Background: an optimization exercise with open tools, aiming at a short achievable clock period and few clock cycles. Do not read the settings as production practice.
For this run, only the layout was checked, not whether the RTL still works.
No activity file was given, so power comes from the tool's default toggle rates.

===== design/flow/flow/run.sh =====
#!/bin/bash
# Standard layout, with the port buffers made from regular buffers instead of
# delay cells and cell sizing free to change a cell's footprint.
set -euo pipefail
bash standard.sh MATCH_CELL_FOOTPRINT=0 \
   "BUFFER_PORTS_ARGS=-buffer_cell sky130_fd_sc_hd__buf_4" \
   finish > make_finish.log 2>&1

===== design/flow/standard.sh =====
#!/bin/bash
# synth_recipe.tcl (not shown) runs the flow's synth.tcl, then flattens the netlist and writes it again
# the make line also repeats each setting of config.mk as NAME=value (left out here)
make -C /OpenROAD-flow-scripts/flow DESIGN_CONFIG=/design/flow/config.mk WORK_HOME=/design/flow/orfs CLKGATE_MAP_FILE= SYNTH_SCRIPT=/design/flow/synth_recipe.tcl "${@:-finish}"

===== design/flow/config.mk =====
export PLATFORM = sky130hd
export DESIGN_NAME = pio_req_unit
export DESIGN_NICKNAME = pio_req_unit
export VERILOG_FILES = /design/flow/design.v
export SDC_FILE = /design/flow/constraint.sdc
export NUM_CORES = 4
export LEC_CHECK = 0
export CAP_MARGIN = 20
export CORE_MARGIN = 2
export CORE_UTILIZATION = 60
export SETUP_SLACK_MARGIN = 2.5
export SLEW_MARGIN = 20
export TNS_END_PERCENT = 100

===== design/flow/constraint.sdc =====
create_clock -name core_clock -period 5.0 [get_ports {clk}]
set_input_delay 1.0000 -clock core_clock [delete_from_list [all_inputs] [get_ports {clk}]]
set_output_delay 1.0000 -clock core_clock [all_outputs]
set_load 0.01 [all_outputs]

===== design/flow/design.v =====
`default_nettype none
package pio_pkg;
   typedef struct packed {
      logic [5-1:0]  thr_id;
      logic [2-1:0]  buf_id;
      logic [3-1:0] size;
      logic [40-1:0] addr;
      logic [64-1:0] data;
   } ucb_req_t;
   typedef struct packed {
      logic [64-43-1:0] pad;
      logic [43-1:0]             map_addr;
   } pio_hdr_t;
   typedef union packed {
      pio_hdr_t                hdr;
      logic [64-1:0]  raw;
   } pio_payload_u;
   typedef struct packed {
      logic                   is_data;
      logic                   rw;         
      logic [1:0]             dest;
      logic [5-1:0]  thr_id;
      logic [2-1:0]  buf_id;
      logic [3-1:0] size;
      logic                   dword;      
      logic                   word_sel;   
      pio_payload_u           payload;
   } queue_word_t;
   typedef struct packed {
      logic                   rw;
      logic [1:0]             dest;
      logic [15:0]            be;
      logic [64-1:0] ad;
      logic [5-1:0]  thr_id;
      logic [2-1:0]  buf_id;
   } pio_out_t;
   typedef struct packed {
      logic [16-1:0] addr;
      logic [32-1:0]      data;
   } csr_wr_t;
endpackage
`default_nettype wire
`timescale 1ns/1ps
`default_nettype none
module pio_req_unit (
   input  wire logic        clk,
   input  wire logic        rst,
   input  wire logic [3:0]  max_pio,
   input  wire logic        rd_vld,
   input  wire logic        wr_vld,
   input  wire logic [4:0]  req_thr_id,
   input  wire logic [1:0]  req_buf_id,
   input  wire logic [2:0]  req_size,
   input  wire logic [39:0] req_addr,
   input  wire logic [63:0] req_data,
   output logic             req_accepted,
   output logic             csr_wr,
   output logic [15:0]      csr_wr_addr,
   output logic [31:0]      csr_wr_data,
   output logic [15:0]      csr_rd_addr,
   output logic             csr_rd_ack,
   output logic [4:0]       csr_ack_thr,
   output logic [1:0]       csr_ack_buf,
   input  wire logic        pio_pop,
   input  wire logic        rd_done,
   output logic             pio_req,
   output logic             pio_data_vld,
   output logic             pio_out_rw,
   output logic [1:0]       pio_out_dest,
   output logic [15:0]      pio_out_be,
   output logic [63:0]      pio_out_ad,
   output logic [4:0]       pio_out_thr_id,
   output logic [1:0]       pio_out_buf_id
);
   localparam int DEPTH = 16;
   localparam int AW    = 4;
   localparam int HW    = 1 + 2 + 16 + 5 + 2 + 43;
   localparam int WW    = 1 + HW;
   logic        hit;
   logic        vld;
   logic        space;
   logic        late_wr, late_rd;
   assign vld = rd_vld | wr_vld;
   assign hit = req_addr[39:24] == 16'h8000;
   always_ff @(posedge clk) begin
      if (rst) begin
         late_wr <= 1'b0;
         late_rd <= 1'b0;
      end else begin
         late_wr <= wr_vld & hit & ~space & ~late_wr;
         late_rd <= rd_vld & hit & ~space & ~late_rd;
      end
   end
   assign req_accepted = vld & space | late_wr | late_rd;
   assign csr_wr       = wr_vld & hit & space | late_wr;
   assign csr_rd_ack   = rd_vld & hit & space | late_rd;
   assign csr_wr_addr  = req_addr[15:0];
   assign csr_wr_data  = req_data[31:0];
   assign csr_rd_addr  = req_addr[15:0];
   assign csr_ack_thr  = req_thr_id;
   assign csr_ack_buf  = req_buf_id;
   logic        c_acc, c_rd, c_wr, c_csr, c_q;
   logic [4:0]  c_thr;
   logic [1:0]  c_buf;
   logic [2:0]  c_size;
   logic [39:0] c_addr;
   logic [63:0] c_data;
   always_ff @(posedge clk) begin
      if (rst)
         c_acc <= 1'b0;
      else
         c_acc <= vld & space;
      c_rd   <= rd_vld;
      c_wr   <= wr_vld;
      c_thr  <= req_thr_id;
      c_buf  <= req_buf_id;
      c_size <= req_size;
      c_addr <= req_addr;
      c_data <= req_data;
   end
   assign c_csr = c_addr[39:24] == 16'h8000;
   assign c_q   = c_acc & ~c_csr;
   logic [42:0] map;
   logic [1:0]  dest;
   logic [7:0]  lane;
   logic [15:0] be;
   always_comb begin
      if (c_addr[39:32] == 8'h80) begin
         if (c_addr[31:28] == 4'h0) begin
            map = {15'h4000, c_addr[27:0]};
            if (c_addr[27:24] == 4'hE)      dest = 2'd2;
            else if (c_addr[27:24] == 4'hF) dest = 2'd3;
            else                            dest = 2'd1;
         end else begin
            map  = {11'h600, c_addr[31:0]};
            dest = 2'd0;
         end
      end else begin
         map = {3'h7, c_addr};
         if (c_addr[39:38] == 2'b11) dest = c_addr[37] ? 2'd3 : 2'd2;
         else                        dest = 2'd1;
      end
      case (c_size)
         3'd0:    lane = 8'h01;
         3'd1:    lane = 8'h03;
         3'd2:    lane = 8'h0f;
         default: lane = 8'hff;
      endcase
      lane = lane << c_addr[2:0];
      if (c_size == 3'd4)   be = 16'hffff;
      else if (c_addr[3])   be = {lane, 8'h00};
      else                  be = {8'h00, lane};
   end
   logic [WW-1:0]    mem [0:DEPTH-1];
   logic [DEPTH-1:0] wsel;             
   logic [DEPTH-1:0] wsel1;            
   logic [AW-1:0]    rptr;
   logic [AW:0]      cnt;              
   logic             nempty;           
   logic [AW:0]      tot;              
   logic [AW:0]      tot_nxt;
   logic             take;
   logic [WW-1:0]    head;
   assign head  = mem[rptr];
   assign wsel1 = {wsel[DEPTH-2:0], wsel[DEPTH-1]};
   always_ff @(posedge clk) begin
      for (int i = 0; i < DEPTH; i++) begin
         if (~c_acc)
            ;
         else if (wsel[i])
            mem[i] <= {1'b0, c_rd, dest, be, c_thr, c_buf, map};
         else if (wsel1[i])
            mem[i] <= {1'b1, {(HW-64){1'b0}}, c_data};
      end
   end
   assign tot_nxt = tot + {{(AW-1){1'b0}}, vld & space & wr_vld, vld & space & rd_vld}
                        - {{(AW-1){1'b0}}, c_acc & c_csr & c_wr, c_acc & c_csr & c_rd}
                        - {{AW{1'b0}}, take};
   always_ff @(posedge clk) begin
      if (rst) begin
         wsel   <= {{(DEPTH-1){1'b0}}, 1'b1};
         rptr   <= '0;
         cnt    <= '0;
         nempty <= 1'b0;
         tot    <= '0;
         space  <= 1'b1;
      end else begin
         if (c_q)
            wsel <= c_wr ? {wsel1[DEPTH-2:0], wsel1[DEPTH-1]} : wsel1;
         if (take)
            rptr <= rptr + 1'b1;
         cnt    <= cnt + {{(AW-1){1'b0}}, c_q & c_wr, c_q & c_rd} - {{AW{1'b0}}, take};
         nempty <= c_q | (cnt > (AW+1)'(1)) | (cnt[0] & ~take);
         tot    <= tot_nxt;
         space  <= tot_nxt <= (AW+1)'(DEPTH - 2);
      end
   end
   logic        o_hdr, o_dat, o_rw;
   logic [1:0]  o_dest;
   logic [15:0] o_be;
   logic [63:0] o_ad;
   logic [4:0]  o_thr;
   logic [1:0]  o_buf;
   logic        pop, free;
   logic        rd_pop;
   logic [16:1] pend, pend_nxt;        
   logic        o_hdr_nxt, o_rw_nxt;
   logic [15:0] ok;
   logic        wr_hdr;
   assign pop    = pio_pop & (o_hdr | o_dat);
   assign free   = ~(o_hdr | o_dat) | pop;
   assign take   = free & nempty;
   assign rd_pop = pop & o_hdr & o_rw;
   always_ff @(posedge clk) begin
      if (rst) begin
         o_hdr <= 1'b0;
         o_dat <= 1'b0;
      end else if (free) begin
         o_hdr <= take & ~head[WW-1];
         o_dat <= take & head[WW-1];
      end
   end
   always_ff @(posedge clk) begin
      if (take) begin
         {o_rw, o_dest, o_be, o_thr, o_buf} <= head[HW-1:43];
         o_ad[42:0]  <= head[42:0];
         o_ad[63:43] <= head[63:43] & {21{head[WW-1]}};
      end
   end
   always_comb begin
      pend_nxt = pend;
      if (rd_pop & ~rd_done)
         pend_nxt = {pend[15:1], 1'b1};
      else if (~rd_pop & rd_done)
         pend_nxt = {1'b0, pend[16:2]};
   end
   assign o_hdr_nxt = free ? take & ~head[WW-1] : o_hdr;
   assign o_rw_nxt  = take ? head[HW-1] : o_rw;
   always_ff @(posedge clk) begin
      if (rst) begin
         pend   <= '0;
         ok     <= '0;
         wr_hdr <= 1'b0;
      end else begin
         pend   <= pend_nxt;
         wr_hdr <= o_hdr_nxt & ~o_rw_nxt;
         for (int m = 0; m < 16; m++)
            ok[m] <= o_hdr_nxt & o_rw_nxt & ~pend_nxt[m+1];
      end
   end
   assign pio_data_vld   = o_dat;
   always_comb begin
      pio_req = wr_hdr;
      for (int k = 0; k < 16; k++)
         pio_req = pio_req | (ok[k] & ((max_pio & 4'(k)) == 4'(k)));
   end
   assign pio_out_rw     = o_rw;
   assign pio_out_dest   = o_dest;
   assign pio_out_be     = o_be;
   assign pio_out_ad     = o_ad;
   assign pio_out_thr_id = o_thr;
   assign pio_out_buf_id = o_buf;
endmodule
`default_nettype wire

==> notes.md <==
metal layers:
metal / GRT usage [%] / wire length [µm]
met2: 63.9 / 104000
met4: 22.8 / 15200
met1: 58.8 / 84100
met3: 11.5 / 36300
met5: 0 / 34
worst max-delay path, cell delays in order, from the launching register on:
cell and delay (ps):
sky130_fd_sc_hd__dfxtp_4 350, sky130_fd_sc_hd__nor4_4 300, sky130_fd_sc_hd__and3_4 320, sky130_fd_sc_hd__nand4_1 160
sky130_fd_sc_hd__fa_1 580, sky130_fd_sc_hd__fa_2 460, sky130_fd_sc_hd__ha_4 180, sky130_fd_sc_hd__fa_2 340
sky130_fd_sc_hd__a21o_1 170, sky130_fd_sc_hd__a21oi_2 150, sky130_fd_sc_hd__xnor2_1 130, sky130_fd_sc_hd__nor2_1 70
sky130_fd_sc_hd__a41oi_1 170
registers in the layout, indices dropped and copies added (netlist names), 5 cells and up:
| register | flops |
|---|---|
| c_addr | 40 |
| c_data | 64 |
| c_thr | 5 |
| cnt | 5 |
| mem | 1120 |
| o_ad | 64 |
| o_be | 16 |
| o_thr | 5 |
| ok | 16 |
| pend | 16 |
| tot | 5 |
| wsel | 16 |
worst max path at each step:
stage	end	startpoint	slack, ps
after global routing	space$_SDFF_PP1_	c_addr[38]$_DFF_P_	1470
after global placement	space$_SDFF_PP1_	c_addr[30]$_DFF_P_	1020
after floorplan	cnt[4]$_SDFF_PP0_	pio_pop	700
after detailed placement	space$_SDFF_PP1_	c_addr[30]$_DFF_P_	980
final	space$_SDFF_PP1_	c_addr[31]$_DFF_P_	1530
after CTS	space$_SDFF_PP1_	c_addr[31]$_DFF_P_	1500
synthesized netlist by cell type, types with 9 or more instances:
master	count	area share (%)
sky130_fd_sc_hd__a211oi_1	36	0.42
sky130_fd_sc_hd__a21oi_1	369	2.9
sky130_fd_sc_hd__a221o_1	9	0.14
sky130_fd_sc_hd__a221oi_1	84	1.2
sky130_fd_sc_hd__a222oi_1	65	1.0
sky130_fd_sc_hd__a22o_1	53	0.73
sky130_fd_sc_hd__a22oi_1	160	1.9
sky130_fd_sc_hd__a31oi_1	31	0.30
sky130_fd_sc_hd__a41oi_1	18	0.25
sky130_fd_sc_hd__and2_1	93	0.91
sky130_fd_sc_hd__and3_1	20	0.20
sky130_fd_sc_hd__buf_1	63	0.37
sky130_fd_sc_hd__buf_2	103	0.81
sky130_fd_sc_hd__buf_4	80	0.94
sky130_fd_sc_hd__clkbuf_1	329	1.9
sky130_fd_sc_hd__dfxtp_1	187	5.9
sky130_fd_sc_hd__edfxtp_1	1209	57
sky130_fd_sc_hd__ha_1	17	0.33
sky130_fd_sc_hd__inv_1	50	0.29
sky130_fd_sc_hd__mux2_2	804	14
sky130_fd_sc_hd__mux2i_1	94	1.5
sky130_fd_sc_hd__nand2_1	119	0.70
sky130_fd_sc_hd__nand3_1	18	0.14
sky130_fd_sc_hd__nand4_1	12	0.12
sky130_fd_sc_hd__nor2_1	360	2.1
sky130_fd_sc_hd__nor2b_1	15	0.15
sky130_fd_sc_hd__nor3_1	17	0.13
sky130_fd_sc_hd__o21a_1	21	0.25
sky130_fd_sc_hd__o21ai_0	68	0.53
sky130_fd_sc_hd__o22a_1	16	0.22
sky130_fd_sc_hd__o22ai_1	12	0.12
sky130_fd_sc_hd__o2bb2ai_1	17	0.23
sky130_fd_sc_hd__or2_2	18	0.18
area by class of cell:
class | count | area [µm²] | area share (%)
sequential | 1396 | 40200 | 54.2
multi-input combinational | 2706 | 22000 | 29.6
timing repair buffer | 562 | 5340 | 7.21
clock buffer | 235 | 4450 | 6.00
clock inverter | 37 | 214 | 0.289
inverter | 51 | 208 | 0.280
tap | 1391 | 1740 | 2.35
antenna | 5 | 12.5 | 0.0169
metrics by stage:
| step | std cells | total power [mW] | instance area, µm² |
|---|---|---|---|
| after CTS | 6325 | 36.9 | 73300 |
| after floorplan | 4723 | 21.2 | 64100 |
| after detailed placement | 5954 | 25.6 | 66900 |
| after global placement | 5954 | 25.4 | 66800 |
| after global routing | 6378 | 38.5 | 74100 |
| final | 6383 | 37.8 | 74100 |
cells by family (layout without fill, tap and decap cells):
logic type | Yosys count | after routing | synth area share (%)
AO/OA/AOI/OAI | 1038 | 1049 | 11.3
XOR/XNOR | 9 | 9 | 0.123
adder cells (fa/ha/maj) | 22 | 22 | 0.489
buffers and inverters | 633 | 885 | 4.47
flip-flops | 1396 | 1396 | 62.6
multiplexers | 899 | 899 | 15.7
other | 0 | 5 | 0
AND/OR/NAND/NOR | 726 | 727 | 5.34
timing repair:
item | 4_1_cts | 5_1_grt
cloned | 14 | 3
pin swaps | 42 | 34
endpoints found under the setup margin | 816 | 192
resized for setup | 190 | 67
setup buffers | 85 | 50
power by group:
part | switching (mW) | total (mW) | internal [mW]
clock | 4.58 | 10.8 | 6.18
sequential | 1.21 | 16.1 | 14.9
combinational | 6.71 | 10.9 | 4.18
==> impl_metrics.prom <==
# TYPE chip_impl_metric gauge
chip_impl_info{name="outcome",value="timing/DRC/antenna clean"} 1
chip_impl_metric{name="timing.final.setup_violations",unit=""} 0
chip_impl_metric{name="finalCriticalPeriod",unit="ps"} 3470
chip_impl_metric{name="r2r.worst_path.cells",unit=""} 12
chip_impl_metric{name="grt_first_pass_wirelength",unit="µm"} 328000
chip_impl_metric{name="synth_edf_count",unit=""} 1209
chip_impl_metric{name="critical_path_arrival",unit="ps"} 4160
chip_impl_info{name="cts_tree",value="yes"} 1
chip_impl_info{name="rsz_0062_raised_after_global_routing",value="true"} 1
chip_impl_metric{name="drt_first_pass_iters",unit=""} 6
chip_impl_metric{name="fin_worst_hold_slack",unit="ps"} 320
chip_impl_metric{name="place_worst_setup_slack",unit="ps"} 984
chip_impl_info{name="dominantRegCellSynth",value="sky130_fd_sc_hd__edfxtp_1"} 1
chip_impl_metric{name="hold_depth",unit=""} 1
chip_impl_metric{name="max_slew.worst_pin.slew",unit="ps"} 1160
chip_impl_info{name="worstSetupStartpointType",value="flip-flop"} 1
chip_impl_metric{name="maxCapViolCount",unit=""} 0
chip_impl_metric{name="p_per_area",unit="nW/µm²"} 510
chip_impl_metric{name="achievable-frequency",unit="MHz"} 288
chip_impl_metric{name="grt_max_degree",unit=""} 94
chip_impl_info{name="worstReg2RegStart",value="c_addr[31]$_DFF_P_"} 1
chip_impl_metric{name="top_level_ports",unit=""} 290
chip_impl_info{name="tightest_hold_check_type",value="in2reg"} 1
chip_impl_metric{name="port-buffer-count",unit=""} 289
chip_impl_metric{name="final_layout_size_suffix_gt1_share",unit="%"} 35.9
chip_impl_metric{name="irDropWorstVdd",unit="µV"} 411
chip_impl_info{name="min_to",value="c_addr[18]$_DFF_P_"} 1
chip_impl_metric{name="fillerInstances",unit=""} 7312
chip_impl_metric{name="grt_antenna_before_repair",unit=""} 6
chip_impl_metric{name="num_vias",unit=""} 45800
chip_impl_info{name="most_frequent_cells_in_the_layout",value="1209 x sky130_fd_sc_hd__edfxtp_1, 804 x sky130_fd_sc_hd__mux2_2, 446 x sky130_fd_sc_hd__buf_4"} 1
chip_impl_metric{name="timing.slew.headroom",unit="%"} 22.7
chip_impl_metric{name="synth_fp_nets",unit=""} 4869
chip_impl_metric{name="overflow",unit=""} 0
chip_impl_metric{name="crit_fanout",unit=""} 5
chip_impl_metric{name="clk_pin_slew",unit="ps"} 60
chip_impl_info{name="clockRootBuffer",value="sky130_fd_sc_hd__clkbuf_16"} 1
chip_impl_metric{name="cts-root-to-sink-buffers",unit=""} 3
chip_impl_metric{name="finalWorstSetupSlack",unit="ps"} 1530
chip_impl_metric{name="synthesis.instances",unit=""} 4723
chip_impl_metric{name="grt.total_usage",unit="%"} 43.2
chip_impl_metric{name="hold_violations",unit=""} 0
chip_impl_metric{name="synth.cell_area",unit="µm²"} 64000
chip_impl_metric{name="die_x",unit="µm"} 330
chip_impl_metric{name="dieHeight",unit="µm"} 330
chip_impl_metric{name="asyncSetResetFlopFracSynth",unit="%"} 0
chip_impl_metric{name="clock_sinks",unit=""} 1396
chip_impl_metric{name="clk_latency",unit="ps"} 780
chip_impl_metric{name="ys_types",unit=""} 87
chip_impl_info{name="worst-setup-path-type",value="reg2reg"} 1
chip_impl_metric{name="placer_s_final_routability_congestion_estimate",unit=""} 0.860
chip_impl_metric{name="synth_sequential_area_ratio",unit="%"} 62.6
chip_impl_metric{name="clock_buffers_created_by_tritoncts",unit=""} 148
chip_impl_metric{name="layout_area_growth_over_synthesis",unit="%"} 15.9
chip_impl_metric{name="detail_route.wirelength",unit="µm"} 240000
chip_impl_metric{name="worstPathRequired",unit="ps"} 5690
chip_impl_metric{name="number_of_nets_in_the_final_layout",unit=""} 5011
chip_impl_metric{name="synth.ff_latch_count",unit=""} 1396
chip_impl_metric{name="synth_area_per_cell",unit="µm²"} 13.5
chip_impl_metric{name="effective_utilization_at_floorplan",unit="%"} 60.6
chip_impl_info{name="timing.hold.worst.start",value="req_addr[18]"} 1
chip_impl_metric{name="place.detailed.hpwl",unit="µm"} 123000
chip_impl_metric{name="wl_per_cell",unit="µm"} 37.6
chip_impl_info{name="most_frequent_standard_cell_in_the_layout_excluding_fill_and_tap_cells",value="sky130_fd_sc_hd__edfxtp_1"} 1
chip_impl_metric{name="design.core.area",unit="µm²"} 106000
chip_impl_metric{name="htreeDepth",unit=""} 4
chip_impl_metric{name="p_leak",unit="nW"} 25.1
chip_impl_metric{name="fin_skew",unit="ps"} 26.1
chip_impl_info{name="critical_path.endpoint_type",value="flip-flop"} 1
chip_impl_metric{name="timing.reg2reg.setup_slack",unit="ps"} 1530
chip_impl_metric{name="routed_via_density",unit=""} 7.18
chip_impl_metric{name="number_of_slew_limit_violations_in_the_final_report",unit=""} 0
chip_impl_metric{name="std_cell_rows",unit=""} 119
chip_impl_metric{name="number_of_buffers_inserted_by_hold_repair_at_cts",unit=""} 0
chip_impl_metric{name="yosysWarningCount",unit=""} 2
chip_impl_metric{name="drt.antenna.violating_nets",unit=""} 0
chip_impl_metric{name="fp.dieArea",unit="µm²"} 109000
chip_impl_metric{name="finish.utilization",unit="%"} 70.2
chip_impl_metric{name="detailedRoute.firstIterationViolations",unit=""} 8001
chip_impl_metric{name="layout_worst_path_cycle_share",unit="%"} 69.5
chip_impl_metric{name="fin_tns_setup",unit="ps"} 0
chip_impl_metric{name="drc_viols",unit=""} 0
chip_impl_info{name="worst_r2r_endpoint",value="space$_SDFF_PP1_"} 1
chip_impl_metric{name="first_global_vias",unit=""} 42600

static timing again, ports no longer ideal:
No port has a modelled driver above. Below, the same layout with a new extraction and two added sets of constraints.
Step 1 assumes that a clkbuf_16 drives the clock port and a buf_2 every other input.
Step 2 adds t to the input delays and takes it off the output delays; t is the mean of the earliest and latest rising clock arrival at the registers after step 1. Input paths then give back, and output paths get back, about the clock's delay inside the block.
a / b / c = ideal ports / drivers / drivers and shift; a / b = the first two.
shift t [ns]: 0.849
setup slack, ns: 1.527 / 1.527 / 1.240
hold WS [ns]: 0.320 / 0.266 / 0.440
clock arrival spread, ns: 0.032 / 0.032
After both steps this run still meets setup and hold. For this run, drivers alone change the setup slack by 0.000 ns; drivers and shift together by -0.287 ns.
